This design comes from an exercise in tuning for small area on the open sky130 flow, not from production work.
Only simulation tests tie the RTL to the original design; equivalence was not proved.
No activity file was given, so power comes from the tool's default toggle rates.

**flow/design.v**
```verilog
`timescale 1ns/1ps
module fft_input_buffer (
   input  logic                clk,
   input  logic                rst_n,
   input  logic [15:0]         in_x,
   input  logic                in_nd,
   input  logic                load_go,     
   input  logic                loading,     
   input  logic [3:0]          ld_idx,      
   input  logic                ovf_ring,    
   output logic [15:0]         rd_data,     
   output logic                full,        
   output logic                overflow
);
   logic [15:0]         mem [16];
   logic [3:0]          wr_cnt;
   logic                wr_par;
   logic                rd_par;
   logic [3:0]          wr_addr;
   logic [3:0]          rd_addr;
   assign wr_addr = wr_par ? {wr_cnt[0], wr_cnt[1], wr_cnt[2], wr_cnt[3]} : wr_cnt;
   assign rd_addr = rd_par ? ld_idx : {ld_idx[0], ld_idx[1], ld_idx[2], ld_idx[3]};
   logic [15:0]         rd_sel;
   always_comb begin
      rd_data = '0;
      for (int w = 0; w < 16; w++)
      begin
         rd_sel[w] = (rd_addr == 4'(w));
         rd_data   = rd_data | (mem[w] & {16{rd_sel[w]}});
      end
   end
   always_ff @(posedge clk) begin
      if (in_nd)
      begin
         mem[wr_addr] <= in_x;
      end
   end
   always_ff @(posedge clk or negedge rst_n) begin
      if (!rst_n)
      begin
         wr_cnt   <= '0;
         wr_par   <= 1'b0;
         rd_par   <= 1'b0;
         full     <= 1'b0;
         overflow <= 1'b0;
      end
      else
      begin
         if (in_nd)
         begin
            wr_cnt <= wr_cnt + 4'd1;
            if (ovf_ring | (full & ~load_go))
            begin
               overflow <= 1'b1;
            end
         end
         if (load_go)
         begin
            full <= 1'b0;
         end
         if (in_nd & (&wr_cnt))
         begin
            full   <= 1'b1;
            wr_par <= ~wr_par;
         end
         if (loading & (&ld_idx))
         begin
            rd_par <= ~rd_par;
         end
      end
   end
endmodule
`timescale 1ns/1ps
module fft_stage_control (
   input  logic                clk,
   input  logic                rst_n,
   input  logic                full,        
   output logic                load_go,
   output logic                loading,
   output logic [3:0]          ld_idx,
   output logic [1:0]          stage,
   output logic                wb,
   output logic                use_acc,
   output logic                w4_sel,
   output logic [3:0]          mstep_eff,
   output logic [2:0]          n_eff,
   output logic                out_start
);
   localparam logic [1:0] ST_IDLE = 2'd0;
   localparam logic [1:0] ST_LOAD = 2'd1;
   localparam logic [1:0] ST_COMP = 2'd2;
   logic [1:0]          st;
   logic [3:0]          phase;
   logic [2:0]          rot;
   logic [3:0]          mstep;
   logic [2:0]          nreg;
   logic                comp;
   logic                w4;
   logic                triv;
   logic                cap;
   logic                wbn;
   logic [3:0]          cap_ph;
   logic [3:0]          wb_ph;
   logic                cap_ok;
   logic [2:0]          last_rot;
   logic [2:0]          n_cap;
   assign comp    = (st == ST_COMP);
   assign load_go = full & (st == ST_IDLE);
   assign loading = load_go | (st == ST_LOAD);
   assign ld_idx  = (st == ST_LOAD) ? phase : 4'd0;
   function automatic logic [3:0] cap_phase(input logic s3, input logic [2:0] r);
      if (!s3)
      begin
         case (r[1:0])
            2'd0:    cap_phase = 4'd1;
            2'd1:    cap_phase = 4'd3;
            2'd2:    cap_phase = 4'd9;
            default: cap_phase = 4'd11;
         endcase
      end
      else
      begin
         case (r)
            3'd0:    cap_phase = 4'd1;
            3'd1:    cap_phase = 4'd2;
            3'd2:    cap_phase = 4'd3;
            3'd3:    cap_phase = 4'd5;
            3'd4:    cap_phase = 4'd6;
            default: cap_phase = 4'd7;
         endcase
      end
   endfunction
   assign cap_ph   = cap_phase(stage[0], rot);
   assign wb_ph    = cap_phase(stage[0], rot - 3'd1);
   assign last_rot = stage[1] ? (stage[0] ? 3'd6 : 3'd4) : 3'd0;
   assign cap_ok   = stage[1] & (rot != last_rot);
   assign cap      = comp & cap_ok & (phase == cap_ph);
   assign wbn      = comp & stage[1] & (rot != 3'd0) & (phase == wb_ph);
   assign n_cap    = stage[0] ? phase[2:0] : {phase[1:0], 1'b0};
   always_comb begin
      case (stage)
         2'd0:
         begin
            triv = ~phase[0];
            w4   = 1'b0;
         end
         2'd1:
         begin
            triv = ~phase[1];
            w4   = phase[0];
         end
         2'd2:
         begin
            triv = ~phase[2] & ~phase[0];
            w4   = phase[1];
         end
         default:
         begin
            triv = ~phase[3] & ~phase[1] & ~phase[0];
            w4   = phase[2];
         end
      endcase
   end
   assign wb        = comp & (((rot == 3'd0) & triv) | wbn);
   assign use_acc   = wbn;
   assign w4_sel    = wbn ? nreg[2] : w4;
   assign mstep_eff = cap ? 4'd0 : mstep;
   assign n_eff     = cap ? n_cap : nreg;
   assign out_start = comp & (&phase) & (&stage) & (rot == last_rot);
   always_ff @(posedge clk or negedge rst_n) begin
      if (!rst_n)
      begin
         st <= ST_IDLE;
      end
      else
      begin
         case (st)
            ST_IDLE:
            begin
               if (load_go)
               begin
                  st <= ST_LOAD;
               end
            end
            ST_LOAD:
            begin
               if (&phase)
               begin
                  st <= ST_COMP;
               end
            end
            default:
            begin
               if ((&phase) & (&stage) & (rot == last_rot))
               begin
                  st <= ST_IDLE;
               end
            end
         endcase
      end
   end
   always_ff @(posedge clk) begin
      phase <= load_go ? 4'd1 : phase + 4'd1;
      if ((st == ST_LOAD) & (&phase))
      begin
         stage <= 2'd0;
         rot   <= 3'd0;
      end
      else if (comp & (&phase))
      begin
         if (rot == last_rot)
         begin
            rot   <= 3'd0;
            stage <= stage + 2'd1;
         end
         else
         begin
            rot <= rot + 3'd1;
         end
      end
      mstep <= cap ? 4'd1 : mstep + 4'd1;
      if (cap)
      begin
         nreg <= n_cap;
      end
   end
endmodule
`timescale 1ns/1ps
module twiddle_rom (
   input  logic [1:0]          m,
   input  logic                odd,
   input  logic                k7,
   output logic [8:0]          c_re,
   output logic [8:0]          c_im
);
   always_comb begin
      case ({m, k7, odd})
         4'b0100: begin c_re = 9'h03b; c_im = 9'h1e8; end
         4'b0101: begin c_re = 9'h018; c_im = 9'h03b; end
         4'b0110: begin c_re = 9'h189; c_im = 9'h02f; end
         4'b0111: begin c_re = 9'h1cf; c_im = 9'h189; end
         4'b1000: begin c_re = 9'h02d; c_im = 9'h1d3; end
         4'b1001: begin c_re = 9'h02d; c_im = 9'h02d; end
         4'b1010: begin c_re = 9'h1a5; c_im = 9'h059; end
         4'b1011: begin c_re = 9'h1a5; c_im = 9'h1a5; end
         4'b1100: begin c_re = 9'h018; c_im = 9'h1c5; end
         4'b1101: begin c_re = 9'h03b; c_im = 9'h018; end
         4'b1110: begin c_re = 9'h1cf; c_im = 9'h075; end
         4'b1111: begin c_re = 9'h189; c_im = 9'h1cf; end
         default: begin c_re = 9'h000; c_im = 9'h000; end
      endcase
   end
endmodule
`timescale 1ns/1ps
module butterfly (
   input  logic                clk,
   input  logic [15:0]         a,
   input  logic [15:0]         b,
   input  logic                use_acc,     
   input  logic                swap,        
   input  logic [3:0]          mstep,       
   input  logic [2:0]          n,           
   input  logic                b_bit,       
   output logic [15:0]         sum,
   output logic [15:0]         dif
);
   logic [8:0]          c_re;
   logic [8:0]          c_im;
   logic                k7;
   logic                halve;
   logic [8:0]          acc_re;
   logic [8:0]          acc_im;
   logic [8:0]          acc_re_in;
   logic [8:0]          acc_im_in;
   logic [8:0]          nx_re;
   logic [8:0]          nx_im;
   assign k7    = &mstep[3:1];
   assign halve = mstep[0] & ~(mstep[3] & mstep[2]);
   twiddle_rom u_tw (
      .m(n[1:0]), .odd(mstep[0]), .k7(k7), .c_re(c_re), .c_im(c_im)
   );
   assign acc_re_in = (mstep == 4'd0) ? 9'd0 : acc_re;
   assign acc_im_in = (mstep == 4'd0) ? 9'd0 : acc_im;
   rca #(.W(9)) u_acc_re (
      .a(acc_re_in), .b(c_re & {9{b_bit}}), .ci((b_bit & k7) | (n[2] & halve)), .s(nx_re));
   rca #(.W(9)) u_acc_im (
      .a(acc_im_in), .b(c_im & {9{b_bit}}), .ci(b_bit & k7), .s(nx_im));
   always_ff @(posedge clk) begin
      if (halve)
      begin
         acc_re <= {nx_re[8], nx_re[8:1]};
         acc_im <= {nx_im[8], nx_im[8:1]};
      end
      else
      begin
         acc_re <= nx_re;
         acc_im <= nx_im;
      end
   end
   logic signed [7:0]   a_re;
   logic signed [7:0]   a_im;
   logic signed [7:0]   b_re;
   logic signed [7:0]   b_im;
   logic signed [8:0]   q_re;
   logic signed [8:0]   q_im;
   logic [8:0]          s_re;
   logic [8:0]          s_im;
   logic [8:0]          d_re;
   logic [8:0]          d_im;
   assign a_re = a[7:0];
   assign a_im = a[15:8];
   assign b_re = b[7:0];
   assign b_im = b[15:8];
   always_comb begin
      if (use_acc)
      begin
         q_re = swap ? acc_im : acc_re;
         q_im = swap ? acc_re : acc_im;
      end
      else
      begin
         q_re = swap ? 9'(b_im) : 9'(b_re);
         q_im = swap ? 9'(b_re) : 9'(b_im);
      end
   end
   logic [8:0]          qx_im;
   assign qx_im = q_im ^ {9{swap}};
   rca #(.W(9)) u_s_re (.a({a_re[7], a_re}), .b(q_re), .ci(1'b0), .s(s_re));
   rca #(.W(9)) u_d_re (.a({a_re[7], a_re}), .b(~q_re), .ci(1'b1), .s(d_re));
   rca #(.W(9)) u_s_im (.a({a_im[7], a_im}), .b(qx_im), .ci(swap), .s(s_im));
   rca #(.W(9)) u_d_im (.a({a_im[7], a_im}), .b(~qx_im), .ci(~swap), .s(d_im));
   assign sum = {s_im[8:1], s_re[8:1]};
   assign dif = {d_im[8:1], d_re[8:1]};
endmodule
module rca #(
   parameter int W = 8
) (
   input  logic [W-1:0]        a,
   input  logic [W-1:0]        b,
   input  logic                ci,
   output logic [W-1:0]        s
);
   logic [W:0]          c;
   assign c[0] = ci;
   for (genvar i = 0; i < W; i++)
   begin : g_bit
      assign s[i]   = a[i] ^ b[i] ^ c[i];
      assign c[i+1] = (a[i] & b[i]) | (a[i] & c[i]) | (b[i] & c[i]);
   end
endmodule
`timescale 1ns/1ps
module fft_work_memory (
   input  logic                clk,
   input  logic [1:0]          stage,       
   input  logic                ld_we,       
   input  logic [15:0]         ld_data,
   input  logic                wb,          
   input  logic [15:0]         sum,
   input  logic [15:0]         dif,
   input  logic [3:0]          mstep,       
   output logic [15:0]         a,           
   output logic [15:0]         b,           
   output logic                b_bit        
);
   logic [15:0]         R [16];
   assign a = R[0];
   assign b = (R[1] & {16{stage == 2'd0}}) | (R[2] & {16{stage == 2'd1}}) |
              (R[4] & {16{stage == 2'd2}}) | (R[8] & {16{stage == 2'd3}});
   logic [15:0]         diag4;
   logic [15:0]         diag8;
   for (genvar j = 0; j < 16; j++)
   begin : g_diag
      assign diag4[j] = R[(20 - j) % 16][(j % 2) * 8 + j / 2];
      assign diag8[j] = R[(24 - j) % 16][(j % 2) * 8 + j / 2];
   end
   assign b_bit = stage[0] ? diag8[mstep] : diag4[mstep];
   logic [15:0]         nR [16];
   logic                keep15;
   logic [3:0]          wd;
   assign keep15 = ~ld_we & ~wb;
   assign wd[0]  = wb & (stage == 2'd0);
   assign wd[1]  = wb & (stage == 2'd1);
   assign wd[2]  = wb & (stage == 2'd2);
   assign wd[3]  = wb & (stage == 2'd3);
   always_comb begin
      for (int q = 0; q < 15; q++)
      begin
         nR[q] = R[q + 1];
      end
      nR[0]  = wd[0] ? dif : R[1];
      nR[1]  = wd[1] ? dif : R[2];
      nR[3]  = wd[2] ? dif : R[4];
      nR[7]  = wd[3] ? dif : R[8];
      nR[15] = (R[0] & {16{keep15}}) | (ld_data & {16{ld_we}}) | (sum & {16{wb}});
   end
   always_ff @(posedge clk) begin
      for (int q = 0; q < 16; q++)
      begin
         R[q] <= nR[q];
      end
   end
endmodule
`timescale 1ns/1ps
module fft_output_buffer (
   input  logic                clk,
   input  logic                rst_n,
   input  logic                out_start,
   input  logic [15:0]         ring_word,
   input  logic                in_nd,
   input  logic                loading,
   output logic [15:0]         out_x,
   output logic                out_nd,
   output logic                ovf_ring
);
   logic [3:0]          ocnt;
   assign out_x = ring_word;
   assign ovf_ring = in_nd & out_nd & loading & ~(&ocnt);
   always_ff @(posedge clk or negedge rst_n) begin
      if (!rst_n)
      begin
         out_nd <= 1'b0;
      end
      else if (out_start)
      begin
         out_nd <= 1'b1;
      end
      else if (&ocnt)
      begin
         out_nd <= 1'b0;
      end
   end
   always_ff @(posedge clk) begin
      ocnt <= out_start ? 4'd0 : ocnt + 4'd1;
   end
endmodule
`timescale 1ns/1ps
module fft_dit_top (
   input  logic        clk,
   input  logic        rst_n,
   input  logic [15:0] in_x,
   input  logic        in_nd,
   output logic [15:0] out_x,
   output logic        out_nd,
   output logic        overflow
);
   logic                full;
   logic                load_go;
   logic                loading;
   logic [3:0]          ld_idx;
   logic [15:0]         ld_data;
   logic                ovf_ring;
   logic [1:0]          stage;
   logic                wb;
   logic                use_acc;
   logic                w4;
   logic [3:0]          mstep;
   logic [2:0]          n;
   logic                out_start;
   logic [15:0]         a;
   logic [15:0]         b;
   logic                b_bit;
   logic [15:0]         sum;
   logic [15:0]         dif;
   fft_input_buffer u_input (
      .clk(clk), .rst_n(rst_n), .in_x(in_x), .in_nd(in_nd),
      .load_go(load_go), .loading(loading), .ld_idx(ld_idx), .ovf_ring(ovf_ring),
      .rd_data(ld_data), .full(full), .overflow(overflow)
   );
   fft_stage_control u_ctrl (
      .clk(clk), .rst_n(rst_n), .full(full), .load_go(load_go),
      .loading(loading), .ld_idx(ld_idx), .stage(stage), .wb(wb),
      .use_acc(use_acc), .w4_sel(w4), .mstep_eff(mstep),
      .n_eff(n), .out_start(out_start)
   );
   fft_work_memory u_work (
      .clk(clk), .stage(stage), .ld_we(loading), .ld_data(ld_data),
      .wb(wb), .sum(sum), .dif(dif), .mstep(mstep), .a(a), .b(b),
      .b_bit(b_bit)
   );
   butterfly u_bf (
      .clk(clk), .a(a), .b(b), .use_acc(use_acc), .swap(w4),
      .mstep(mstep), .n(n), .b_bit(b_bit),
      .sum(sum), .dif(dif)
   );
   fft_output_buffer u_output (
      .clk(clk), .rst_n(rst_n), .out_start(out_start), .ring_word(a),
      .in_nd(in_nd), .loading(loading), .out_x(out_x), .out_nd(out_nd),
      .ovf_ring(ovf_ring)
   );
endmodule
```
**flow/constraint.sdc**
```tcl
create_clock -name core_clock -period 10.0 [get_ports {clk}]
set_input_delay 2.0000 -clock core_clock [delete_from_list [all_inputs] [get_ports {clk}]]
set_output_delay 2.0000 -clock core_clock [all_outputs]
set_load 0.01 [all_outputs]
```
**flow/config.mk**
```make
export PLATFORM = sky130hd
export DESIGN_NAME = fft_dit_top
export DESIGN_NICKNAME = fft_dit_top
export VERILOG_FILES = /design/flow/design.v
export SDC_FILE = /design/flow/constraint.sdc
export NUM_CORES = 4
export LEC_CHECK = 0
export CAP_MARGIN = 20
export CORE_MARGIN = 2
export CORE_UTILIZATION = 60
export CTS_BUF_LIST = sky130_fd_sc_hd__clkbuf_8
export CTS_CLUSTER_DIAMETER = 50
export CTS_CLUSTER_SIZE = 18
export SLEW_MARGIN = 20
```
**flow/run.sh**
```bash
#!/bin/bash
# synth_recipe.tcl (not shown) runs the flow's synth.tcl, then flattens the netlist and writes it again
# the make line also repeats each setting of config.mk as NAME=value (left out here)
make -C /OpenROAD-flow-scripts/flow DESIGN_CONFIG=/design/flow/config.mk WORK_HOME=/design/flow/orfs CLKGATE_MAP_FILE= SYNTH_SCRIPT=/design/flow/synth_recipe.tcl finish
```
==> results of run 1 <==
[sequential cells by signal (all words and copies together), names as in the netlist, 2 cells and up]
register,flops
u_input.mem,256
u_work.R,256
u_bf.acc_re,9
u_bf.acc_im,9
u_ctrl.nreg,3
u_ctrl.rot,3
u_ctrl.st,2
u_ctrl.phase,4
u_input.wr_cnt,4
u_output.ocnt,4
u_ctrl.stage,2
u_ctrl.mstep,4
[cell usage in the layout (no fill, tap or decap), drive strengths merged, types with 11 or more instances in the layout]
cell type,n
a222oi,16
dfrtp,11
nand2b,11
xor2,12
inv,56
and2,21
nor2,59
a22o,28
a31oi,12
a22oi,77
mux2i,40
a221o,15
nand2,87
edfxtp,256
a221oi,27
o21ai,31
xnor2,13
nor2b,13
buf,36
mux2,82
nand3,16
dfxtp,294
a41oi,11
fa,44
nor3,22
clkbuf,49
a21oi,49
ha,22
clkdlybuf4s50,36
[through the flow]
stage                     utilization  worst slack [ns]  total power [uW]  hold WS [ns]  std cells
after floorplan                     -              3.59              3600         0.310       1488
after global placement          0.636              2.96              3870         0.310       1943
after detailed placement        0.636              2.69              3900         0.312       1943
after CTS                       0.664              2.65              5230         0.307       2018
after global routing            0.664              2.18              5420         0.299       2018
final                           0.664              2.64              5180         0.303       2018
[layer usage]
layer,vias up,share of wire,GRT usage
li1,5655,-,-
met1,6128,0.42,0.350
met2,370,0.49,0.444
met3,91,0.062,0.0525
met4,0,0.029,0.0864
met5,-,0,0
[where the power goes]
group / internal, uW / switching, uW / total [uW]
Sequential: 2960 / 193 / 3150
Clock: 561 / 773 / 1330
Combinational: 293 / 402 / 695
Total: 3810 / 1370 / 5180
[worst max-delay path by stage]
stage                              from             end  slack, ns  cells after the start
after floorplan           u_ctrl.rot[1]  u_bf.acc_im[7]       3.59                     24
after global placement    u_ctrl.rot[1]  u_bf.acc_im[7]       2.96                     22
after detailed placement  u_ctrl.rot[1]  u_bf.acc_im[7]       2.69                     22
after CTS                 u_ctrl.rot[1]  u_bf.acc_im[7]       2.65                     22
after global routing      u_ctrl.rot[1]  u_bf.acc_im[7]       2.18                     22
final                     u_ctrl.rot[1]  u_bf.acc_im[7]       2.64                     22
[cells by family (layout without fill, tap and decap cells)]
| logic type | after synthesis | after routing | share of synthesized area |
|---|---|---|---|
| compound gates | 316 | 316 | 0.112 |
| simple gates | 275 | 275 | 0.0673 |
| flops | 561 | 561 | 0.658 |
| fa+ha+maj | 66 | 66 | 0.0549 |
| xor+xnor | 27 | 27 | 0.0133 |
| buf+inv | 116 | 191 | 0.0256 |
| mux | 127 | 127 | 0.0690 |
[area by class of cell]
type,count,area share
multi-input combinational,811,0.294
clock inverter,26,0.0129
inverter,44,0.00720
tap,455,0.0248
timing repair buffer,72,0.0275
clock buffer,49,0.0294
sequential,561,0.604
==> flow_metrics.env, run 1 <==
export IMPL_hold_path_end="u_work.R[10][7]"
export IMPL_synthesis_nets=1573
export IMPL_synth_area_leaders="edfxtp_1 37%, dfxtp_1 28%, mux2_2 4.3%"
export IMPL_synth_seq_cells=561
export IMPL_start_util=0.609
export IMPL_grt_pass1_wl_microns=71900
export IMPL_core_area_sq_um=34500
export IMPL_placed_area_sq_um=22000
export IMPL_cp_slowest_cell="nor2b_1"
export IMPL_area_growth_pct=8.94
export IMPL_synth_commonest_cells="294 x dfxtp_1, 256 x edfxtp_1, 85 x nand2_1, 81 x mux2_2, 77 x a22oi_1"
export IMPL_maxCapViolations=0
export IMPL_synth_seq_area_share=0.658
export IMPL_rsz0062_at_grt="no"
export IMPL_arrival_ns=7.89
export IMPL_num_nets_final=1620
export IMPL_seq_area_sq_um=13800
export IMPL_r2r_start="u_ctrl.rot[1]"
export IMPL_worst_slew_pin_slew_ns=1.14
export IMPL_place_congestion=0.906
export IMPL_drtAntennaViolNets=0
export IMPL_timing_reg2reg_setup_slack_ns=2.64
export IMPL_finalSetupTns_ns=0
export IMPL_synth_edf_count=256
export IMPL_cts_tree="built"
export IMPL_hpwl_microns=30700
export IMPL_ys_warn_count=8
export IMPL_path_class="reg -> reg"
export IMPL_post_route_period_util=0.736
export IMPL_drc=0
export IMPL_synthCells=1488
export IMPL_p_leak_uw=0.00817
export IMPL_syn_area_sq_um=21000
export IMPL_synthDominantCellAreaShare=0.365
export IMPL_clkLatencyLatePin_ns=0.67
export IMPL_dieWidth_microns=191
export IMPL_fp_dieH_microns=191
export IMPL_cp_top_family="adder cells"
export IMPL_worstRegToRegCells=22
export IMPL_fmax_mhz=136
export IMPL_cp_required_ns=10.53
export IMPL_io_pins=37
export IMPL_hold_depth=0
export IMPL_wl_per_cell_microns=23.4
export IMPL_slew_headroom=0.242
export IMPL_overflow=0
export IMPL_max_stage_delay_ns=0.64
export IMPL_min_from="u_work.R[11][7]"
export IMPL_grt_util_all_layers=0.265
export IMPL_synth_ff_type="dfxtp_1"
export IMPL_hold_path_class="reg -> reg"
export IMPL_syn_avg_cell_area_sq_um=14.1
export IMPL_first_pass_iters=5
export IMPL_worst_path_max_fanout=10
export IMPL_period_needed_ns=7.36
export IMPL_status="timing/DRC/antenna clean"
export IMPL_crit_buf_inv=2
export IMPL_antenna_cells=0
export IMPL_viasPerCell=6.07
export IMPL_grt_max_degree=31
export IMPL_drt_total_wl_microns=47200
export IMPL_yosys_area_top_type="edfxtp_1"
export IMPL_worstSetupEndpointType="flip-flop"
export IMPL_skew_ns=0.0536
export IMPL_cts_buffer_depth=3
export IMPL_post_synth_num_cell_types=85
export IMPL_path_cells="inv_1, ha_1, nor4b_2, nor3_1, o2111ai_1, nor3_4, nor2b_1, ha_1, a21oi_1, o21ai_0, fa_1, inv_1, fa_1, fa_1, fa_1, fa_1, fa_1, fa_1, fa_1, xor2_1, xnor2_2, mux2_2"
export IMPL_layout_drive_gt1_share=0.154
export IMPL_postCtsSetupBuffers=0
export IMPL_hold_viol=0
export IMPL_power_density_nw_per_um2=226
export IMPL_critPathLaunchType="flip-flop"
export IMPL_yosysMostFrequentCell="dfxtp_1"
export IMPL_ctsResizeCount=0
export IMPL_timing_rr_end="u_bf.acc_im[7]"
export IMPL_stdcell_area_sq_um=22900
export IMPL_drt_iter0_markers=847
export IMPL_clkTransAtPathRegs_ns=0.10
export IMPL_setup_viol=0
export IMPL_async_flop_share=0.0196
export IMPL_numPortBuffers=36
export IMPL_rows=68
export IMPL_die_area_sq_um=36600
export IMPL_crit_top_cell="fa_1"
export IMPL_vdd_drop_max_uv=194
export IMPL_root_buffer="clkbuf_8"
export IMPL_n_fill_cell=2569
export IMPL_first_global_vias=12100
export IMPL_cts_sinks=561
export IMPL_antenna_found_initial=0
export IMPL_num_vias=12200
export IMPL_postCtsHoldBufs=0
export IMPL_cts_buffers_inserted=45
export IMPL_multi_input_area_sq_um=6740
export IMPL_drv_slew=0
export IMPL_cts_htree_levels=2
==> inputs of run 2 (changes only) <==
--- a/flow/config.mk
+++ b/flow/config.mk
@@ -5,10 +5,10 @@
 export SDC_FILE = /design/flow/constraint.sdc
 export NUM_CORES = 4
 export LEC_CHECK = 0
-export CAP_MARGIN = 20
+export CAP_MARGIN = 5
 export CORE_MARGIN = 2
 export CORE_UTILIZATION = 60
 export CTS_BUF_LIST = sky130_fd_sc_hd__clkbuf_8
 export CTS_CLUSTER_DIAMETER = 50
 export CTS_CLUSTER_SIZE = 18
-export SLEW_MARGIN = 20
+export SLEW_MARGIN = 5
==> run 2 against run 1 <==
  * Clock power hardly changed
  * Global-route usage stayed put
  * Worst hold slack stayed put
  * Area after synthesis stayed put
  * Final area stayed put
  * Synthesized cell count stayed put
  * Critical path depth stayed put
  * Final cell count stayed put
  * Critical path type unchanged
  * Largest cell class unchanged
  * Largest power group unchanged
==> flow_metrics.env, run 2 <==
export IMPL_status="timing/DRC/antenna clean"
export IMPL_yosysMostFrequentCell="dfxtp_1"
export IMPL_pwr_share_seq=0.609
export IMPL_cp_required_ns=10.53
export IMPL_postCtsSetupBuffers=0
export IMPL_hold_path_class="reg -> reg"
export IMPL_synth_commonest_cells="294 x dfxtp_1, 256 x edfxtp_1, 85 x nand2_1, 81 x mux2_2, 77 x a22oi_1"
export IMPL_hpwl_microns=30700
export IMPL_synth_seq_area_share=0.658
export IMPL_p_sw_uw=1370
export IMPL_drtAntennaViolNets=0
export IMPL_wl_per_cell_microns=23.4
export IMPL_grt_util_all_layers=0.265
export IMPL_worst_path_max_fanout=10
export IMPL_cts_buffer_depth=3
export IMPL_post_synth_num_cell_types=85
export IMPL_pwr_share_clk=0.257
export IMPL_cts_sinks=561
export IMPL_ctsResizeCount=0
export IMPL_grt_max_degree=31
export IMPL_antenna_cells=0
export IMPL_synth_seq_cells=561
export IMPL_p_leak_uw=0.00817
export IMPL_drv_slew=0
export IMPL_drt_total_wl_microns=47200
export IMPL_antenna_found_initial=0
export IMPL_syn_avg_cell_area_sq_um=14.1
export IMPL_pre_cts_ws_ns=2.69
export IMPL_cts_buffers_inserted=45
export IMPL_vdd_drop_max_uv=194
export IMPL_setup_viol=0
export IMPL_worstSetupEndpointType="flip-flop"
export IMPL_drt_iter0_markers=847
export IMPL_n_fill_cell=2569
export IMPL_grt_pass1_wl_microns=71900
export IMPL_slew_headroom=0.242
export IMPL_clkLatencyLatePin_ns=0.67
export IMPL_overflow=0
export IMPL_arrival_ns=7.89
export IMPL_path_class="reg -> reg"
export IMPL_worst_slew_pin_slew_ns=1.14
export IMPL_rows=68
export IMPL_cts_tree="built"
export IMPL_hold_viol=0
export IMPL_num_nets_final=1620
export IMPL_finalSetupTns_ns=0
export IMPL_io_pins=37
export IMPL_cts_htree_levels=2
export IMPL_p_int_uw=3810
export IMPL_num_vias=12200
export IMPL_area_growth_pct=8.94
export IMPL_start_util=0.609
export IMPL_place_congestion=0.906
export IMPL_core_area_sq_um=34500
export IMPL_critPathLaunchType="flip-flop"
export IMPL_layout_drive_gt1_share=0.154
export IMPL_root_buffer="clkbuf_8"
export IMPL_numPortBuffers=36
export IMPL_power_frac_comb=0.134
export IMPL_period_needed_ns=7.36
export IMPL_skew_ns=0.0536
export IMPL_final_cell_mix="294 x dfxtp_1, 256 x edfxtp_1, 85 x nand2_1"
export IMPL_fmax_mhz=136
export IMPL_first_global_vias=12100
export IMPL_stdcell_area_sq_um=22900
export IMPL_post_route_period_util=0.736
export IMPL_synth_area_leaders="edfxtp_1 37%, dfxtp_1 28%, mux2_2 4.3%"
export IMPL_clkTransAtPathRegs_ns=0.10
export IMPL_die_area_sq_um=36600
export IMPL_placed_area_sq_um=22000
export IMPL_yosys_area_top_type="edfxtp_1"
export IMPL_dieWidth_microns=191
export IMPL_synth_edf_count=256
export IMPL_maxCapViolations=0
export IMPL_synthCells=1488
export IMPL_worst_slack_ns=2.64
export IMPL_rsz0062_at_grt="no"
export IMPL_final_common_cell="dfxtp_1"
export IMPL_synthesis_nets=1573
export IMPL_drc=0
export IMPL_synth_ff_type="dfxtp_1"
export IMPL_ys_warn_count=8
export IMPL_postCtsHoldBufs=0
export IMPL_switching_share=0.264
export IMPL_fp_dieH_microns=191
export IMPL_power_uw=5180
export IMPL_first_pass_iters=5
export IMPL_hold_ws_ns=0.303
export IMPL_syn_area_sq_um=21000
export IMPL_async_flop_share=0.0196
export IMPL_viasPerCell=6.07
export IMPL_power_density_nw_per_um2=226
export IMPL_synthDominantCellAreaShare=0.365
export IMPL_reg_top3="u_input.mem: 256 flops, u_work.R: 256 flops"
[run 2: power by group through the flow]
stage / registers [uW] / clock network [uW] / logic [uW]
5_1_grt: 3200 / 1440 / 771
3_5_place_dp: 3210 / 0 / 690
2_1_floorplan: 3110 / 0 / 491
4_1_cts: 3160 / 1370 / 701
3_3_place_gp: 3190 / 0 / 686
6_report: 3150 / 1330 / 695
[run 2: worst max-delay path, cell delays in order (launching register included)]
cell	delay (ns)
dfxtp_1	0.52
inv_1	0.17
ha_1	0.29
nor4b_2	0.36
nor3_1	0.13
o2111ai_1	0.46
nor3_4	0.11
nor2b_1	0.64
ha_1	0.39
a21oi_1	0.09
o21ai_0	0.28
fa_1	0.23
inv_1	0.05
fa_1	0.44
fa_1	0.46
fa_1	0.45
fa_1	0.39
fa_1	0.40
fa_1	0.39
fa_1	0.38
xor2_1	0.19
xnor2_2	0.15
mux2_2	0.26
[run 2: layout make-up]
class                      instances  area, sq um  area share
sequential                       561        13800       0.604
multi-input combinational        811         6740       0.294
clock buffer                      49          674      0.0294
timing repair buffer              72          631      0.0275
tap                              455          569      0.0248
clock inverter                    26          297      0.0129
inverter                          44          165     0.00720
[run 2: per-layer routing]
metal  up-vias  global-route usage  routed length, microns
met2       370               0.444                   23200
li1       5655                   -                       -
met3        91              0.0525                    2920
met5         -                   0                       0
met4         0              0.0864                    1360
met1      6128               0.350                   19800
[run 2: logic make-up after synthesis]
kind of cell | count (synthesis) | synth area share
mux | 127 | 0.0690
xor+xnor | 27 | 0.0133
fa+ha+maj | 66 | 0.0549
buf+inv | 116 | 0.0256
simple gates | 275 | 0.0673
compound gates | 316 | 0.112
flops | 561 | 0.658
[run 2: worst paths after layout]
| check | startpoint | end | slack, ns | cells after the start |
|---|---|---|---|---|
| max reg2reg | u_ctrl.rot[1] | u_bf.acc_im[7] | 2.64 | 22 |
| min reg2reg | u_work.R[11][7] | u_work.R[10][7] | 0.30 | 0 |
| max | u_ctrl.rot[1] | u_bf.acc_im[7] | 2.64 | 22 |
| max in group asynchronous | rst_n | u_input.wr_cnt[1] | 7.91 | 1 |
| min | u_work.R[11][7] | u_work.R[10][7] | 0.30 | 0 |
| min in group asynchronous | rst_n | u_output.out_nd | 1.71 | 1 |
[run 2: metrics by stage]
| stage | std cells | util |
|---|---|---|
| after floorplan | 1488 | - |
| after global routing | 2018 | 0.664 |
| after CTS | 2018 | 0.664 |
| final | 2018 | 0.664 |
| after global placement | 1943 | 0.636 |
| after detailed placement | 1943 | 0.636 |
==> inputs of run 3 (changes only) <==
--- a/flow/config.mk
+++ b/flow/config.mk
@@ -5,10 +5,12 @@
 export SDC_FILE = /design/flow/constraint.sdc
 export NUM_CORES = 4
 export LEC_CHECK = 0
-export CAP_MARGIN = 5
+export CAP_MARGIN = 20
 export CORE_MARGIN = 2
 export CORE_UTILIZATION = 60
 export CTS_BUF_LIST = sky130_fd_sc_hd__clkbuf_8
 export CTS_CLUSTER_DIAMETER = 50
 export CTS_CLUSTER_SIZE = 18
-export SLEW_MARGIN = 5
+export GPL_ROUTABILITY_DRIVEN = 0
+export GPL_TIMING_DRIVEN = 0
+export SLEW_MARGIN = 20
==> run 3 against run 2 <==
  * Clock power hardly changed
  * Register-to-register slack hardly changed
  * Final area is 1.3% higher
  * Flip-flop and latch count stayed put
  * Final cell count is 2.9% higher
  * Sequential power hardly changed
  * First-iteration DRC count is 36% higher
  * Highest routed layer unchanged
  * Largest power group unchanged
  * Largest cell class unchanged
  * Via count is 3.0% higher
  * Non-clock buffer count is 52 higher
  * Total power is 0.37% higher
==> flow_metrics.env, run 3 <==
export IMPL_status="timing/DRC/antenna clean"
export IMPL_power_frac_comb=0.141
export IMPL_syn_avg_cell_area_sq_um=14.1
export IMPL_grt_util_all_layers=0.283
export IMPL_synthesis_nets=1573
export IMPL_critPathLaunchType="flip-flop"
export IMPL_path_cells="buf_4, inv_1, ha_1, clkbuf_1, a221oi_1, a21oi_1, clkbuf_1, nor2_1, a31oi_1, o21ai_0, fa_1, fa_1, fa_1, fa_1, fa_1, fa_1, fa_1, xnor3_1, mux2_2"
export IMPL_num_nets_final=1673
export IMPL_hpwl_microns=36000
export IMPL_ctsResizeCount=0
export IMPL_drtAntennaViolNets=0
export IMPL_start_util=0.609
export IMPL_postCtsSetupBuffers=0
export IMPL_arrival_ns=7.88
export IMPL_p_leak_uw=0.00831
export IMPL_skew_ns=0.0325
export IMPL_post_route_period_util=0.735
export IMPL_syn_area_sq_um=21000
export IMPL_final_common_cell="dfxtp_1"
export IMPL_max_stage_delay_ns=0.71
export IMPL_worstRegToRegCells=19
export IMPL_period_needed_ns=7.35
export IMPL_synth_commonest_cells="294 x dfxtp_1, 256 x edfxtp_1, 85 x nand2_1, 81 x mux2_2, 77 x a22oi_1"
export IMPL_async_flop_share=0.0196
export IMPL_pre_cts_ws_ns=2.81
export IMPL_first_global_vias=12300
export IMPL_n_fill_cell=2545
export IMPL_crit_cells=19
export IMPL_cts_sinks=561
export IMPL_worst_slack_ns=2.65
export IMPL_worst_slew_pin_slew_ns=1.09
export IMPL_cts_buffers_inserted=46
export IMPL_root_buffer="clkbuf_8"
export IMPL_clkLatencyLatePin_ns=0.65
export IMPL_hold_depth=0
export IMPL_layout_drive_gt1_share=0.159
export IMPL_postCtsHoldBufs=0
export IMPL_cp_top_family="adder cells"
export IMPL_worstSetupEndpointType="flip-flop"
export IMPL_post_synth_num_cell_types=85
export IMPL_timing_rr_end="u_work.R[7][7]"
export IMPL_core_area_sq_um=34500
export IMPL_power_uw=5200
export IMPL_ys_warn_count=8
export IMPL_num_vias=12600
export IMPL_area_growth_pct=10.4
export IMPL_cts_htree_levels=2
export IMPL_wl_per_cell_microns=24.3
export IMPL_antenna_cells=0
export IMPL_overflow=0
export IMPL_drc=0
export IMPL_maxCapViolations=0
export IMPL_drt_iter0_markers=1153
export IMPL_pwr_share_seq=0.602
export IMPL_vdd_drop_max_uv=187
export IMPL_synth_edf_count=256
export IMPL_drt_total_wl_microns=50500
export IMPL_cts_buffer_depth=3
export IMPL_hold_viol=0
export IMPL_dieWidth_microns=191
export IMPL_path_class="reg -> reg"
export IMPL_synth_ff_type="dfxtp_1"
export IMPL_io_pins=37
export IMPL_placed_area_sq_um=22200
export IMPL_p_int_uw=3800
export IMPL_cts_tree="built"
export IMPL_synth_seq_area_share=0.658
export IMPL_reg_top3="u_input.mem: 256 flops, u_work.R: 256 flops"
export IMPL_grt_max_degree=20
export IMPL_synth_seq_cells=561
export IMPL_pwr_share_clk=0.256
export IMPL_crit_buf_inv=4
export IMPL_synthCells=1488
export IMPL_finalSetupTns_ns=0
export IMPL_final_cell_mix="294 x dfxtp_1, 256 x edfxtp_1, 85 x nand2_1"
export IMPL_cp_slowest_cell="a21oi_1"
export IMPL_die_area_sq_um=36600
export IMPL_crit_top_cell="fa_1"
export IMPL_stdcell_area_sq_um=23200
export IMPL_fp_dieH_microns=191
export IMPL_r2r_start="u_ctrl.stage[0]"
export IMPL_slew_headroom=0.277
export IMPL_p_sw_uw=1400
export IMPL_clkTransAtPathRegs_ns=0.11
export IMPL_hold_path_class="reg -> reg"
export IMPL_cp_required_ns=10.53
export IMPL_min_from="u_work.R[11][8]"
export IMPL_power_density_nw_per_um2=224
export IMPL_hold_path_end="u_work.R[10][8]"
export IMPL_worst_path_max_fanout=10
export IMPL_yosysMostFrequentCell="dfxtp_1"
export IMPL_antenna_found_initial=0
export IMPL_numPortBuffers=36
export IMPL_viasPerCell=6.08
export IMPL_fmax_mhz=136
export IMPL_setup_viol=0
export IMPL_switching_share=0.269
export IMPL_first_pass_iters=7
export IMPL_synth_area_leaders="edfxtp_1 37%, dfxtp_1 28%, mux2_2 4.3%"
export IMPL_drv_slew=0
export IMPL_yosys_area_top_type="edfxtp_1"
export IMPL_synthDominantCellAreaShare=0.365
export IMPL_utilization=0.672
export IMPL_timing_reg2reg_setup_slack_ns=2.65
export IMPL_rsz0062_at_grt="no"
export IMPL_rows=68
export IMPL_grt_pass1_wl_microns=75500
## run 3: cell counts after synthesis
No cell type changed its count.
## run 3: layout make-up
class                           count  area, sq um  area share
Sequential cell                   561        13800       0.596
Multi-Input combinational cell    811         6770       0.291
Clock buffer                       52          716      0.0308
Tap cell                          455          569      0.0245
Timing Repair Buffer               52          533      0.0229
Buffer                             72          373      0.0161
Clock inverter                     29          254      0.0109
Inverter                           44          165     0.00711
## run 3: metrics by stage
step | hold slack (ns) | instances
final | 0.320 | 2076
after detailed placement | 0.312 | 1995
after floorplan | 0.310 | 1488
after CTS | 0.328 | 2076
after global routing | 0.334 | 2076
after global placement | 0.310 | 1979
## run 3: cell families after synthesis
| kind of cell | after synthesis | synth area share |
|---|---|---|
| flops | 561 | 0.658 |
| compound gates | 316 | 0.112 |
| simple gates | 275 | 0.0673 |
| mux | 127 | 0.0690 |
| buf+inv | 116 | 0.0256 |
| fa+ha+maj | 66 | 0.0549 |
| xor+xnor | 27 | 0.0133 |
## run 3: per-layer routing
metal,wire length [microns],GRT usage
met4,1750,0.112
met5,0,0
met1,20500,0.363
met3,2570,0.0373
met2,25700,0.490
## run 3: worst max-delay path by stage
stage / slack, ns / from / end
final: 2.65 / u_ctrl.stage[0] / u_work.R[7][7]
after floorplan: 3.59 / u_ctrl.rot[1] / u_bf.acc_im[7]
after CTS: 2.73 / u_ctrl.stage[0] / u_work.R[7][7]
after detailed placement: 2.81 / u_ctrl.stage[0] / u_work.R[7][7]
after global routing: 2.28 / u_ctrl.stage[0] / u_work.R[7][7]
after global placement: 2.82 / u_ctrl.stage[0] / u_work.R[7][7]
## run 3: worst reg2reg max path: cells and delay by family (launching register included)
family | cells | cell delay (ns)
fa+ha+maj | 8 | 3.41
buf+inv | 4 | 1.39
compound gates | 4 | 1.28
xor+xnor | 1 | 0.42
flops | 1 | 0.34
mux | 1 | 0.29
simple gates | 1 | 0.10
## run 3: power groups by stage
stage               sequential (uW)  combinational (uW)  clock [uW]
floorplan                      3110                 491           0
global route                   3180                 812        1430
detailed placement             3190                 725           0
global placement               3170                 686           0
CTS                            3140                 734        1350
finish                         3130                 735        1330
==> inputs of run 4 (changes only) <==
--- a/flow/config.mk
+++ b/flow/config.mk
@@ -7,10 +7,8 @@
 export LEC_CHECK = 0
 export CAP_MARGIN = 20
 export CORE_MARGIN = 2
-export CORE_UTILIZATION = 60
+export CORE_UTILIZATION = 40
 export CTS_BUF_LIST = sky130_fd_sc_hd__clkbuf_8
 export CTS_CLUSTER_DIAMETER = 50
 export CTS_CLUSTER_SIZE = 18
-export GPL_ROUTABILITY_DRIVEN = 0
-export GPL_TIMING_DRIVEN = 0
 export SLEW_MARGIN = 20
==> run 4 against run 3 <==
  * Worst setup slack better by 0.054 ns
  * Fmax is 0.74% higher
  * Total power is 0.93% lower
  * Clock-buffer cell count is 4 lower
==> flow_metrics.env, run 4 <==
export IMPL_drc=0
export IMPL_first_global_vias=12300
export IMPL_core_area_sq_um=52300
export IMPL_drt_iter0_markers=943
export IMPL_cts_sinks=561
export IMPL_synthesis_nets=1573
export IMPL_synth_area_leaders="edfxtp_1 37%, dfxtp_1 28%, mux2_2 4.3%"
export IMPL_worst_path_max_fanout=10
export IMPL_dieWidth_microns=233
export IMPL_ys_warn_count=8
export IMPL_post_route_period_util=0.729
export IMPL_synth_commonest_cells="294 x dfxtp_1, 256 x edfxtp_1, 85 x nand2_1, 81 x mux2_2, 77 x a22oi_1"
export IMPL_cts_buffers_inserted=47
export IMPL_rsz0062_at_grt="no"
export IMPL_antenna_cells=0
export IMPL_status="timing/DRC/antenna clean"
export IMPL_place_congestion=0.877
export IMPL_drv_slew=0
export IMPL_rows=84
export IMPL_fp_dieH_microns=233
export IMPL_postCtsHoldBufs=0
export IMPL_postCtsSetupBuffers=0
export IMPL_power_density_nw_per_um2=222
export IMPL_crit_path_start="u_ctrl.rot[1]"
export IMPL_hpwl_microns=31100
export IMPL_clkLatencyLatePin_ns=0.67
export IMPL_synthDominantCellAreaShare=0.365
export IMPL_num_nets_final=1624
export IMPL_root_buffer="clkbuf_8"
export IMPL_finalSetupTns_ns=0
export IMPL_worst_slew_pin_slew_ns=1.10
export IMPL_numPortBuffers=36
export IMPL_cts_tree="built"
export IMPL_placedCellCount=2178
export IMPL_first_pass_iters=6
export IMPL_yosys_area_top_type="edfxtp_1"
export IMPL_overflow=0
export IMPL_drt_total_wl_microns=48700
export IMPL_arrival_ns=7.83
export IMPL_cts_buffer_depth=3
export IMPL_period_needed_ns=7.29
export IMPL_critPathLaunchType="flip-flop"
export IMPL_final_cell_mix="294 x dfxtp_1, 256 x edfxtp_1, 85 x nand2_1"
export IMPL_r2r_start="u_ctrl.rot[1]"
export IMPL_hold_viol=0
export IMPL_antenna_found_initial=1
export IMPL_cts_htree_levels=2
export IMPL_ctsResizeCount=0
export IMPL_fmax_mhz=137
export IMPL_drtAntennaViolNets=0
export IMPL_layoutNonFillerInstCount=2258
export IMPL_grt_pass1_wl_microns=74800
export IMPL_synth_seq_area_share=0.658
export IMPL_syn_avg_cell_area_sq_um=14.1
export IMPL_p_leak_uw=0.00819
export IMPL_synth_seq_cells=561
export IMPL_synth_edf_count=256
export IMPL_async_flop_share=0.0196
export IMPL_setup_viol=0
export IMPL_synthCells=1488
export IMPL_syn_area_sq_um=21000
export IMPL_skew_ns=0.0540
export IMPL_vdd_drop_max_uv=127
export IMPL_viasPerCell=5.45
export IMPL_maxCapViolations=0
export IMPL_wl_per_cell_microns=21.6
export IMPL_die_area_sq_um=54500
export IMPL_start_util=0.402
export IMPL_synth_ff_type="dfxtp_1"
export IMPL_clkTransAtPathRegs_ns=0.10
export IMPL_path_class="reg -> reg"
export IMPL_min_from="u_work.R[14][14]"
export IMPL_layout_drive_gt1_share=0.157
export IMPL_io_pins=37
export IMPL_final_common_cell="dfxtp_1"
export IMPL_post_synth_num_cell_types=85
export IMPL_yosysMostFrequentCell="dfxtp_1"
export IMPL_worstSetupEndpointType="flip-flop"
export IMPL_cp_required_ns=10.54
export IMPL_area_growth_pct=10.4
export IMPL_slew_headroom=0.267
export IMPL_grt_max_degree=31
export IMPL_num_vias=12300
export IMPL_hold_path_class="reg -> reg"
export IMPL_grt_util_all_layers=0.182
export IMPL_reg_top3="u_input.mem: 256 flops, u_work.R: 256 flops"
## run 4: power by group
part | switching (uW) | total (uW) | leakage [uW] | internal, uW
Combinational | 401 | 691 | 0.00277 | 291
Sequential | 178 | 3140 | 0.00491 | 2960
Clock | 807 | 1320 | 0.000509 | 517
## run 4: final timing paths
check / to / slack (ns) / cells after the start
max: u_bf.acc_im[7] / 2.71 / 22
min reg2reg: u_work.R[13][14] / 0.31 / 0
min: u_work.R[13][14] / 0.31 / 0
max reg2reg: u_bf.acc_im[7] / 2.71 / 22
min in group asynchronous: u_input.overflow / 1.69 / 1
max in group asynchronous: u_ctrl.st[0] / 7.93 / 1
## run 4: routing by layer
| metal | part of all wire | vias up | track usage |
|---|---|---|---|
| met1 | 0.44 | 6201 | 0.246 |
| met5 | 0.00027 | - | 0 |
| met2 | 0.47 | 389 | 0.304 |
| li1 | - | 5654 | - |
| met3 | 0.062 | 70 | 0.0306 |
| met4 | 0.019 | 2 | 0.0465 |
## run 4: stage by stage
stage	worst slack, ns	total power [uW]	instance area, sq um	hold slack (ns)	util
after global placement	2.88	3860	22300	0.310	0.426
after floorplan	3.59	3600	21000	0.310	-
after CTS	2.68	5210	23200	0.312	0.444
final	2.71	5150	23200	0.314	0.444
after detailed placement	2.75	3880	22300	0.312	0.426
after global routing	2.19	5420	23200	0.308	0.444
## run 4: cell type report
cell class	instances	area (sq um)
clock buffers	48	661
multi-input cells	811	6760
flip-flops and latches	561	13800
well taps	688	861
clock inverters	32	304
fillers	4718	29100
repair buffers	74	646
inverters	44	165
## run 4: worst max-delay path: stages, from the launching register on
cell,delay (ns)
dfxtp_1,0.52
inv_1,0.16
ha_1,0.30
nor4b_2,0.38
nor3_1,0.13
o2111ai_1,0.45
nor3_4,0.11
nor2b_1,0.61
ha_1,0.36
a21oi_1,0.08
o21ai_0,0.28
fa_1,0.23
inv_1,0.05
fa_1,0.44
fa_1,0.46
fa_1,0.45
fa_1,0.39
fa_1,0.39
fa_1,0.39
fa_1,0.38
xor2_1,0.19
xnor2_2,0.14
mux2_2,0.25
## run 4: kinds of logic (layout without fill, tap and decap cells)
group,Yosys count,after routing,synth area share
adder cells (fa/ha/maj),66,66,0.0549
AO/OA/AOI/OAI,316,316,0.112
XOR/XNOR,27,27,0.0133
AND/OR/NAND/NOR,275,275,0.0673
multiplexers,127,127,0.0690
flip-flops,561,561,0.658
buffers and inverters,116,198,0.0256
==> inputs of run 5 (changes only) <==
--- a/flow/config.mk
+++ b/flow/config.mk
@@ -8,7 +8,7 @@
 export CAP_MARGIN = 20
 export CORE_MARGIN = 2
 export CORE_UTILIZATION = 40
-export CTS_BUF_LIST = sky130_fd_sc_hd__clkbuf_8
-export CTS_CLUSTER_DIAMETER = 50
-export CTS_CLUSTER_SIZE = 18
+export CTS_BUF_LIST = sky130_fd_sc_hd__clkbuf_4
+export CTS_CLUSTER_DIAMETER = 40
+export CTS_CLUSTER_SIZE = 10
 export SLEW_MARGIN = 20
==> run 5 against run 4 <==
  * First-iteration DRC count is 2.2% lower
  * Clock skew down 0.0016 ns
  * Sequential power is essentially flat
  * Via count increased by 1.7%
  * Synthesized cell count unchanged
  * Core utilization rose by 0.76 points
==> flow_metrics.env, run 5 <==
export IMPL_path_cells="inv_1, ha_1, nor4b_2, nor3_1, o2111ai_1, nor3_4, nor2b_1, ha_1, a21oi_1, o21ai_0, fa_1, inv_1, fa_1, fa_1, fa_1, fa_1, fa_1, fa_1, fa_1, xor2_1, xnor2_2, mux2_2"
export IMPL_vdd_drop_max_uv=118
export IMPL_rsz0062_at_grt="no"
export IMPL_setup_viol=0
export IMPL_grt_max_degree=31
export IMPL_worst_path_max_fanout=10
export IMPL_status="timing/DRC/antenna clean"
export IMPL_synth_edf_count=256
export IMPL_power_uw=5530
export IMPL_antenna_found_initial=3
export IMPL_crit_top_cell="fa_1"
export IMPL_io_pins=37
export IMPL_n_fill_cell=4698
export IMPL_postCtsSetupBuffers=0
export IMPL_hold_viol=0
export IMPL_wl_per_cell_microns=21.2
export IMPL_hold_path_class="reg -> reg"
export IMPL_crit_buf_inv=2
export IMPL_critPathLaunchType="flip-flop"
export IMPL_fmax_mhz=137
export IMPL_switching_share=0.252
export IMPL_num_nets_final=1658
export IMPL_seq_area_sq_um=13800
export IMPL_synth_area_leaders="edfxtp_1 37%, dfxtp_1 28%, mux2_2 4.3%"
export IMPL_cts_htree_levels=3
export IMPL_synthesis_nets=1573
export IMPL_viasPerCell=5.40
export IMPL_dieWidth_microns=233
export IMPL_postCtsHoldBufs=0
export IMPL_arrival_ns=8.06
export IMPL_yosysMostFrequentCell="dfxtp_1"
export IMPL_drv_slew=0
export IMPL_skew_ns=0.0524
export IMPL_root_buffer="clkbuf_4"
export IMPL_synth_seq_area_share=0.658
export IMPL_ys_warn_count=8
export IMPL_cts_sinks=561
export IMPL_pwr_share_clk=0.307
export IMPL_pwr_share_seq=0.568
export IMPL_worst_slew_pin_slew_ns=1.10
export IMPL_syn_area_sq_um=21000
export IMPL_power_frac_comb=0.125
export IMPL_drt_iter0_markers=922
export IMPL_worstSetupEndpointType="flip-flop"
export IMPL_p_leak_uw=0.00842
export IMPL_reg_top3="u_input.mem: 256 flops, u_work.R: 256 flops"
export IMPL_cp_slowest_cell="nor2b_1"
export IMPL_slew_headroom=0.268
export IMPL_syn_avg_cell_area_sq_um=14.1
export IMPL_synthDominantCellAreaShare=0.365
export IMPL_die_area_sq_um=54500
export IMPL_grt_util_all_layers=0.185
export IMPL_rows=84
export IMPL_clkLatencyLatePin_ns=0.84
export IMPL_first_pass_iters=5
export IMPL_p_sw_uw=1390
export IMPL_synth_seq_cells=561
export IMPL_num_vias=12500
export IMPL_wl_met1_microns=21800
export IMPL_wl_met2_microns=23100
export IMPL_start_util=0.402
export IMPL_ctsResizeCount=0
export IMPL_async_flop_share=0.0196
export IMPL_yosys_area_top_type="edfxtp_1"
export IMPL_numPortBuffers=36
export IMPL_drtAntennaViolNets=0
export IMPL_post_route_period_util=0.732
export IMPL_finalSetupTns_ns=0
export IMPL_post_synth_num_cell_types=85
export IMPL_highest_layer="met5"
export IMPL_grt_pass1_wl_microns=75800
export IMPL_period_needed_ns=7.32
export IMPL_area_growth_pct=12.3
export IMPL_cts_tree="built"
export IMPL_power_density_nw_per_um2=234
export IMPL_cts_buffer_depth=3
export IMPL_fp_dieH_microns=233
export IMPL_core_area_sq_um=52300
export IMPL_cp_top_family="adder cells"
export IMPL_overflow=0
export IMPL_path_class="reg -> reg"
export IMPL_maxCapViolations=0
export IMPL_cp_required_ns=10.73
export IMPL_max_stage_delay_ns=0.62
export IMPL_first_global_vias=12700
export IMPL_place_congestion=0.877
export IMPL_drt_total_wl_microns=49100
export IMPL_p_int_uw=4130
export IMPL_synth_ff_type="dfxtp_1"
export IMPL_cts_buffers_inserted=81
export IMPL_synth_commonest_cells="294 x dfxtp_1, 256 x edfxtp_1, 85 x nand2_1, 81 x mux2_2, 77 x a22oi_1"
export IMPL_wl_met3_microns=3170
export IMPL_multi_input_area_sq_um=6760
export IMPL_clkTransAtPathRegs_ns=0.11
export IMPL_synthCells=1488
export IMPL_drc=0
export IMPL_layout_drive_gt1_share=0.188
export IMPL_final_common_cell="dfxtp_1"
export IMPL_final_cell_mix="294 x dfxtp_1, 256 x edfxtp_1, 94 x clkbuf_4"
export IMPL_hpwl_microns=31100
## run 5: cell types whose count changed in the layout (fill, tap and decap cells not counted), moves of 6 or more
cell and delta:
bufinv_16 +15, clkbuf_4 +94, clkbuf_8 -48, diode_2 +6
inv_1 -7
## run 5: stage by stage
stage | setup WS (ns) | hold WS [ns] | area (sq um) | util | instances
after floorplan | 3.59 | 0.310 | 21000 | - | 1488
after global placement | 2.88 | 0.310 | 22300 | 0.426 | 2178
after detailed placement | 2.75 | 0.312 | 22300 | 0.426 | 2178
after CTS | 2.69 | 0.312 | 23600 | 0.451 | 2315
after global routing | 2.21 | 0.311 | 23600 | 0.452 | 2321
final | 2.68 | 0.307 | 23600 | 0.452 | 2321
## run 5: cell type report
type                       instances  area share
inverter                          44     0.00699
multi-input combinational        811       0.286
clock buffer                      94      0.0298
antenna                            6    0.000635
sequential                       561       0.586
clock inverter                    43      0.0272
tap                              688      0.0364
timing repair buffer              74      0.0273
## run 5: metal layers
layer	global-route usage	vias to the layer above
met2	0.301	408
met4	0.0552	2
li1	-	5774
met3	0.0433	82
met5	0	-
met1	0.246	6263
## run 5: path summary, 6_finish.rpt
kind                                  start                 to  slack [ns]  cells past startpoint
min                        u_work.R[10][14]    u_work.R[9][14]        0.31                      0
max                           u_ctrl.rot[1]     u_bf.acc_im[7]        2.68                     22
min reg2reg                u_work.R[10][14]    u_work.R[9][14]        0.31                      0
max in group asynchronous             rst_n       u_ctrl.st[0]        8.11                      1
max reg2reg                   u_ctrl.rot[1]     u_bf.acc_im[7]        2.68                     22
min in group asynchronous             rst_n  u_input.wr_cnt[0]        1.50                      1
## run 5: cell families (layout without fill, tap and decap cells)
| kind of cell | Yosys count | in the layout | synth area share |
|---|---|---|---|
| adders and majority gates | 66 | 66 | 0.0549 |
| DFF | 561 | 561 | 0.658 |
| xor gates and xnor gates | 27 | 27 | 0.0133 |
| muxes | 127 | 127 | 0.0690 |
| other | 0 | 6 | 0 |
| and+or+nand+nor | 275 | 275 | 0.0673 |
| AOI/OAI and AO/OA | 316 | 316 | 0.112 |
| buffers and inverters | 116 | 255 | 0.0256 |
## run 5: power groups by stage
stage	logic, uW	registers [uW]	clock network, uW
4_1_cts	695	3150	1750
3_5_place_dp	687	3190	0
6_report	690	3140	1700
2_1_floorplan	491	3110	0
3_3_place_gp	679	3180	0
5_1_grt	773	3200	1850
==> inputs of run 6 (changes only) <==
--- a/flow/design.v
+++ b/flow/design.v
@@ -107,7 +107,7 @@
    assign comp    = (st == ST_COMP);
    assign load_go = full & (st == ST_IDLE);
    assign loading = load_go | (st == ST_LOAD);
-   assign ld_idx  = (st == ST_LOAD) ? phase : 4'd0;
+   assign ld_idx  = phase;
    function automatic logic [3:0] cap_phase(input logic s3, input logic [2:0] r);
       if (!s3)
       begin
@@ -200,7 +200,7 @@
       end
    end
    always_ff @(posedge clk) begin
-      phase <= load_go ? 4'd1 : phase + 4'd1;
+      phase <= ((st == ST_IDLE) & ~load_go) ? 4'd0 : phase + 4'd1;
       if ((st == ST_LOAD) & (&phase))
       begin
          stage <= 2'd0;
--- a/flow/config.mk
+++ b/flow/config.mk
@@ -7,8 +7,8 @@
 export LEC_CHECK = 0
 export CAP_MARGIN = 20
 export CORE_MARGIN = 2
-export CORE_UTILIZATION = 40
-export CTS_BUF_LIST = sky130_fd_sc_hd__clkbuf_4
+export CORE_UTILIZATION = 60
+export CTS_BUF_LIST = sky130_fd_sc_hd__clkbuf_8
 export CTS_CLUSTER_DIAMETER = 40
-export CTS_CLUSTER_SIZE = 10
+export CTS_CLUSTER_SIZE = 20
 export SLEW_MARGIN = 20
==> run 6 against run 5 <==
  * Still clean
  * Final cell count fell by 12%
  * Area after synthesis fell by 1.2%
  * Sequential share of layout area rose by 1.1 points
  * Critical endpoint unchanged
==> flow_metrics.env, run 6 <==
export IMPL_synthDominantCellAreaShare=0.370
export IMPL_ctsResizeCount=0
export IMPL_first_pass_iters=5
export IMPL_period_needed_ns=7.81
export IMPL_grt_pass1_wl_microns=73900
export IMPL_ys_warn_count=8
export IMPL_worst_path_max_fanout=28
export IMPL_finalSetupTns_ns=0
export IMPL_overflow=0
export IMPL_synth_seq_cells=561
export IMPL_reg_top3="u_input.mem: 256 flops, u_work.R: 256 flops"
export IMPL_synth_ff_type="dfxtp_1"
export IMPL_vdd_drop_max_uv=175
export IMPL_antenna_found_initial=0
export IMPL_numPortBuffers=36
export IMPL_cts_htree_levels=3
export IMPL_cp_required_ns=10.49
export IMPL_core_area_sq_um=34300
export IMPL_final_cell_mix="294 x dfxtp_1, 256 x edfxtp_1, 92 x nand2_1"
export IMPL_synth_edf_count=256
export IMPL_yosys_area_top_type="edfxtp_1"
export IMPL_start_util=0.606
export IMPL_maxCapViolations=0
export IMPL_pwr_share_seq=0.570
export IMPL_viasPerCell=6.03
export IMPL_post_route_period_util=0.781
export IMPL_clkTransAtPathRegs_ns=0.10
export IMPL_layout_drive_gt1_share=0.162
export IMPL_area_growth_pct=11.6
export IMPL_place_congestion=0.846
export IMPL_cts_sinks=561
export IMPL_critPathLaunchType="flip-flop"
export IMPL_drc=0
export IMPL_async_flop_share=0.0196
export IMPL_power_frac_comb=0.042
export IMPL_hold_viol=0
export IMPL_num_vias=12300
export IMPL_cts_buffers_inserted=67
export IMPL_clkLatencyLatePin_ns=0.64
export IMPL_fmax_mhz=128
export IMPL_dieWidth_microns=190
export IMPL_arrival_ns=8.30
export IMPL_switching_share=0.241
export IMPL_status="timing/DRC/antenna clean"
export IMPL_utilization=0.676
export IMPL_worst_slew_pin_slew_ns=1.16
export IMPL_synth_area_leaders="edfxtp_1 37%, dfxtp_1 28%, mux2_2 4.5%"
export IMPL_root_buffer="clkbuf_8"
export IMPL_die_area_sq_um=36200
export IMPL_drtAntennaViolNets=0
export IMPL_syn_avg_cell_area_sq_um=14.1
export IMPL_rsz0062_at_grt="no"
export IMPL_antenna_cells=0
export IMPL_first_global_vias=12400
export IMPL_final_common_cell="dfxtp_1"
export IMPL_cts_buffer_depth=3
export IMPL_hold_path_class="reg -> reg"
export IMPL_drv_slew=0
export IMPL_n_fill_cell=2387
export IMPL_path_class="reg -> reg"
export IMPL_post_synth_num_cell_types=67
export IMPL_p_int_uw=3430
export IMPL_synthCells=1478
export IMPL_num_nets_final=1617
export IMPL_yosysMostFrequentCell="dfxtp_1"
export IMPL_p_leak_uw=0.00847
export IMPL_grt_util_all_layers=0.276
export IMPL_postCtsHoldBufs=0
export IMPL_synth_commonest_cells="294 x dfxtp_1, 256 x edfxtp_1, 92 x nand2_1, 85 x a22oi_1, 83 x mux2_2"
export IMPL_p_sw_uw=1090
export IMPL_synthesis_nets=1563
export IMPL_hold_ws_ns=0.306
export IMPL_hpwl_microns=31100
export IMPL_drt_iter0_markers=1060
export IMPL_synth_seq_area_share=0.666
export IMPL_slew_headroom=0.225
export IMPL_io_pins=37
export IMPL_power_uw=4520
export IMPL_syn_area_sq_um=20800
export IMPL_worstSetupEndpointType="flip-flop"
export IMPL_skew_ns=0.0460
export IMPL_pwr_share_clk=0.388
export IMPL_wl_per_cell_microns=23.6
export IMPL_drt_total_wl_microns=48200
export IMPL_fp_dieH_microns=190
export IMPL_grt_max_degree=29
export IMPL_cts_tree="built"
export IMPL_rows=68
export IMPL_power_density_nw_per_um2=195
export IMPL_setup_viol=0
export IMPL_postCtsSetupBuffers=0
run 6: cell types whose count changed in the layout (fill, tap and decap cells not counted), moves of 8 or more:
cell	previous run	this run
and3_1	9	24
clkbuf_8	0	72
clkbuf_4	94	0
a22oi_1	77	85
a21oi_1	45	23
buf_4	38	28
bufinv_16	16	5
a41oi_1	10	1
nand4_1	3	22
a22o_1	28	17
run 6: worst paths after layout:
check	start	to	slack (ns)	depth (start not counted)
hold / removal	u_work.R[13][14]	u_work.R[12][14]	0.31	0
max in group asynchronous	rst_n	u_input.wr_cnt[0]	7.92	1
min in group asynchronous	rst_n	u_output.out_nd	1.72	1
setup / recovery	u_ctrl.rot[1]	u_bf.acc_im[7]	2.19	21
setup reg to reg	u_ctrl.rot[1]	u_bf.acc_im[7]	2.19	21
hold reg to reg	u_work.R[13][14]	u_work.R[12][14]	0.31	0
run 6: power by group through the flow:
stage | clock network [uW] | registers, uW | logic, uW
floorplan | 0 | 2600 | 122
global placement | 0 | 2620 | 185
detailed placement | 0 | 2630 | 191
CTS | 1790 | 2580 | 191
global route | 1880 | 2590 | 205
finish | 1750 | 2580 | 189
run 6: routing by layer:
| layer | vias up | track usage | wire, microns |
|---|---|---|---|
| li1 | 5629 | - | - |
| met1 | 6101 | 0.360 | 19800 |
| met2 | 434 | 0.465 | 23900 |
| met3 | 119 | 0.0433 | 2720 |
| met4 | 0 | 0.113 | 1700 |
| met5 | - | 0 | 0 |
run 6: area by class of cell:
class,count,area [sq um],area share
Timing Repair Buffer,64,571,0.0246
Inverter,43,161,0.00696
Multi-Input combinational cell,795,6540,0.282
Tap cell,455,569,0.0245
Clock inverter,47,509,0.0220
Sequential cell,561,13800,0.597
Clock buffer,72,991,0.0427
run 6: kinds of logic after synthesis:
| group | after synthesis | share of synthesized area |
|---|---|---|
| AOI/OAI and AO/OA | 276 | 0.101 |
| xor gates and xnor gates | 33 | 0.0153 |
| adders and majority gates | 66 | 0.0556 |
| buffers and inverters | 122 | 0.0239 |
| DFF | 561 | 0.666 |
| muxes | 125 | 0.0694 |
| and+or+nand+nor | 295 | 0.0690 |
run 6: critical path, stage by stage, from the launching register on:
cell	delay [ns]
dfxtp_1	0.51
inv_1	0.18
ha_1	0.31
nor2_1	0.19
o2111a_1	0.21
mux2_2	0.34
or4_1	0.95
mux2i_1	0.86
a21oi_1	0.08
o21bai_1	0.21
fa_1	0.19
inv_1	0.05
fa_1	0.44
fa_1	0.46
fa_1	0.44
fa_1	0.38
fa_1	0.38
fa_1	0.39
fa_1	0.40
xor2_1	0.28
nor2_1	0.07
a221o_1	0.34
run 6: per-stage QoR:
stage	cell area (sq um)	std cells	worst slack (ns)
6_report	23200	2037	2.19
5_1_grt	23200	2037	1.68
4_1_cts	23200	2037	2.23
3_5_place_dp	21700	1918	2.25
3_3_place_gp	21700	1918	2.40
2_1_floorplan	20800	1478	3.12

-- static timing again, ports no longer ideal --
No port has a modelled driver above. Below, the same layouts with a new extraction and two added sets of constraints.
Step 1: set_driving_cell puts a clkbuf_16 on clk and a buf_2 on each other input, an assumption about the parent block.
Step 2 moves the port delays by t, midway between the first and last clock arrival at a register: inputs arrive t later, outputs are due t later. That takes back most of the time a late clock gives input paths.
a / b / c = ideal ports / drivers / drivers and shift; a / b = the first two.
run | t (ns) | setup WS [ns] | pins driven straight from the clock port
run 1 | 0.690 | 2.644 / 2.644 / 2.644 | 1
run 2 | 0.690 | 2.644 / 2.644 / 2.644 | 1
run 3 | 0.690 | 2.652 / 2.652 / 2.652 | 1
run 4 | 0.695 | 2.706 / 2.706 / 2.706 | 1
run 5 | 0.883 | 2.677 / 2.677 / 2.677 | 1
run 6 | 0.663 | 2.190 / 2.190 / 2.190 | 1
After both steps setup and hold are still met in every run listed.
